This is an optimization exercise on Yosys and OpenROAD, whose aim is a short achievable clock period and few clock cycles per item, not a production implementation.
Function was checked by simulation only, so behaviour that the tests miss may differ from the original.

Setup of red:
Design link_keeping_drive_vector, start of the top module:
module link_keeping_drive_vector (
	input  logic                      clk,
	input  logic                      arst_n,
	input  logic                      psel,
	input  logic                      penable,
	input  logic                      pwrite,
	input  logic [2:0]                paddr,
	input  logic [31:0]               pwdata,
	output logic [31:0]               prdata,
	output logic                      pready,
	input  logic                      in_valid,
	output logic                      in_stall,
	input  logic signed [COORD_W-1:0] offset_x,
	input  logic signed [COORD_W-1:0] offset_y,
	input  logic                      present,
	input  logic                      frame_end,
	output logic                      out_valid,
	input  logic                      out_stall,
	output logic signed [COORD_W-1:0] drive_x,
	output logic signed [COORD_W-1:0] drive_y,
	output logic                      has_signal,
	output logic [CNT_W-1:0]          chosen_index
);
Size: about 16,000 cells after synthesis, roughly 3,200 flip-flops, ~150 I/O pins.
==> flow/config.mk <==
export PLATFORM = sky130hd
export DESIGN_NAME = link_keeping_drive_vector
export DESIGN_NICKNAME = link_keeping_drive_vector
export VERILOG_FILES = /design/flow/design.v
export SDC_FILE = /design/flow/constraint.sdc
export NUM_CORES = 4
export LEC_CHECK = 0
export ABC_CLOCK_PERIOD_IN_PS = 3000
export CAP_MARGIN = 20
export CORE_MARGIN = 2
export CORE_UTILIZATION = 60
export PLACE_DENSITY = 0.72
export SLEW_MARGIN = 20
==> flow/constraint.sdc <==
create_clock -name core_clock -period 11.0 [get_ports {clk}]
set_input_delay 2.2000 -clock core_clock [delete_from_list [all_inputs] [get_ports {clk}]]
set_output_delay 2.2000 -clock core_clock [all_outputs]
set_load 0.01 [all_outputs]
standard.sh (not shown) runs the stock make flow with config.mk's settings and CLKGATE_MAP_FILE= SYNTH_SCRIPT=/design/flow/synth_recipe.tcl, a recipe that flattens the netlist after the stock synthesis.
==> flow/flow/run.sh <==
#!/bin/bash
# Standard synthesis and layout; timing repair aims at a tighter period than
# the clock's (setup margin below), which the standard settings cap at 5 ns.
# Ports are buffered with buf_4 rather than the smallest buffer cell, which
# on this platform is a delay cell. The clock tree uses larger sink clusters
# and fewer wire buffers, for a shallower (still balanced) tree.
set -euo pipefail
MARGIN=${MARGIN:-7.5}
bash standard.sh synth > synth.log 2>&1
bash standard.sh finish SETUP_SLACK_MARGIN=$MARGIN TNS_END_PERCENT=100 \
  "BUFFER_PORTS_ARGS=-buffer_cell sky130_fd_sc_hd__buf_4" \
  CTS_BUF_DISTANCE=600 CTS_CLUSTER_SIZE=30 CTS_CLUSTER_DIAMETER=120 > layout.log 2>&1
red: all stages done; final checks FAILED (max-capacitance violations, max-slew violations).
Testbench counts of red, summed over its fixed seeds: cycles 19,136, frames 4,096.
[inputs] blue vs red
- SLEW_MARGIN: 20 -> 35
- CAP_MARGIN: 20 -> 35
--- a/flow/flow/run.sh
+++ b/flow/flow/run.sh
@@ -11,2 +11,2 @@
   "BUFFER_PORTS_ARGS=-buffer_cell sky130_fd_sc_hd__buf_4" \
-  CTS_BUF_DISTANCE=600 CTS_CLUSTER_SIZE=30 CTS_CLUSTER_DIAMETER=120 > layout.log 2>&1
+  CTS_BUF_DISTANCE=600 CTS_CLUSTER_SIZE=22 CTS_CLUSTER_DIAMETER=100 > layout.log 2>&1
==> comparison <==
red was routed with fewer vias than blue. blue reached the end of the flow, and the finished layout is clean on the timing, DRC and antenna checks. Compared to red, blue reaches a lower achievable clock. Shortest period the worst path allows was lower in the run labelled red. blue has share of the final layout cell area in sequential cells below what red had. The portion of the clock cycle consumed by the worst path in the final layout of blue is higher than that of red. red leaves more setup margin than blue.
Relative to blue, the following input files were edited for green:
--- a/flow/flow/run.sh
+++ b/flow/flow/run.sh
@@ -11,2 +11,2 @@
   "BUFFER_PORTS_ARGS=-buffer_cell sky130_fd_sc_hd__buf_4" \
-  CTS_BUF_DISTANCE=600 CTS_CLUSTER_SIZE=22 CTS_CLUSTER_DIAMETER=100 > layout.log 2>&1
+  CTS_BUF_DISTANCE=600 CTS_CLUSTER_SIZE=30 CTS_CLUSTER_DIAMETER=120 > layout.log 2>&1
[summary]
Looking only at signed area change from the synthesized netlist to the final layout, and setting everything else aside, the higher value of green and blue goes to blue.
Comparing green against blue, there is no change at all in cell depth of the worst setup path.
[compare] base=blue new=green: ratio of final minimum period to clock period moved down; setup slack at placement roughly the same.
In the reports for green and blue, the smaller final antenna diode count belongs to blue.
From green to blue, final antenna-violating net count did not move at all.
Number of fill cells in the layout (lower): blue
Changes observed in green relative to blue: standard cell core area stayed essentially flat.
Compared with blue, green instantiates a smaller number of cells.
Looking at layout buffer count excluding clock buffers, green sits about 3.5% higher than blue does.
> inputs changed (green -> orange)
- CAP_MARGIN now 20, was 35
- SLEW_MARGIN now 20, was 35
--- a/flow/flow/run.sh
+++ b/flow/flow/run.sh
@@ -11,2 +11,2 @@
   "BUFFER_PORTS_ARGS=-buffer_cell sky130_fd_sc_hd__buf_4" \
-  CTS_BUF_DISTANCE=600 CTS_CLUSTER_SIZE=30 CTS_CLUSTER_DIAMETER=120 > layout.log 2>&1
+  CTS_BUF_DISTANCE=600 CTS_CLUSTER_SIZE=22 CTS_CLUSTER_DIAMETER=100 > layout.log 2>&1
--- outcome ---
- Any difference in routed wire length between orange and green is small enough to ignore.
- Taking green as the reference, in orange overall die area was more or less identical, initial detailed-routing violation count went down by about 3%, final cell count without fillers went up by 89.
- Diff green -> orange: post-place setup slack fell 0.43 ns; clock buffer count grew by 41%; met3 capacity usage during global routing increased 0.38 points; total length of routed met3 wires went up 0.58%; final cell area excluding filler cells shows an increase of 1500 um^2.

## what the ideal ports hide
The results above use ideal ports. As a check the final layouts listed here were re-extracted and re-timed, cells and wires unchanged.
Step 1 sets driving cells, clkbuf_16 on the clock port and buf_2 on the other inputs (assumed; they add their load-dependent delay and slew).
Step 2 moves the port delays by t, midway between the first and last clock arrival at a register: inputs arrive t later, outputs are due t later. That takes back most of the time a late clock gives input paths.
Slacks: ideal ports / drivers / drivers and shift; pairs: ideal ports / drivers.
run	t (ns)	setup slack, ns	hold slack, ns
red	0.938	7.331 / 7.226 / 7.045	0.274 / 0.274 / 0.274
blue	0.995	7.300 / 7.198 / 7.138	0.297 / 0.297 / 0.297
green	0.947	7.339 / 7.242 / 7.151	0.275 / 0.275 / 0.275
orange	1.020	7.286 / 7.184 / 7.014	0.298 / 0.298 / 0.298
For red, which loses most, drivers alone change the setup slack by -0.105 ns; drivers and shift together by -0.286 ns.
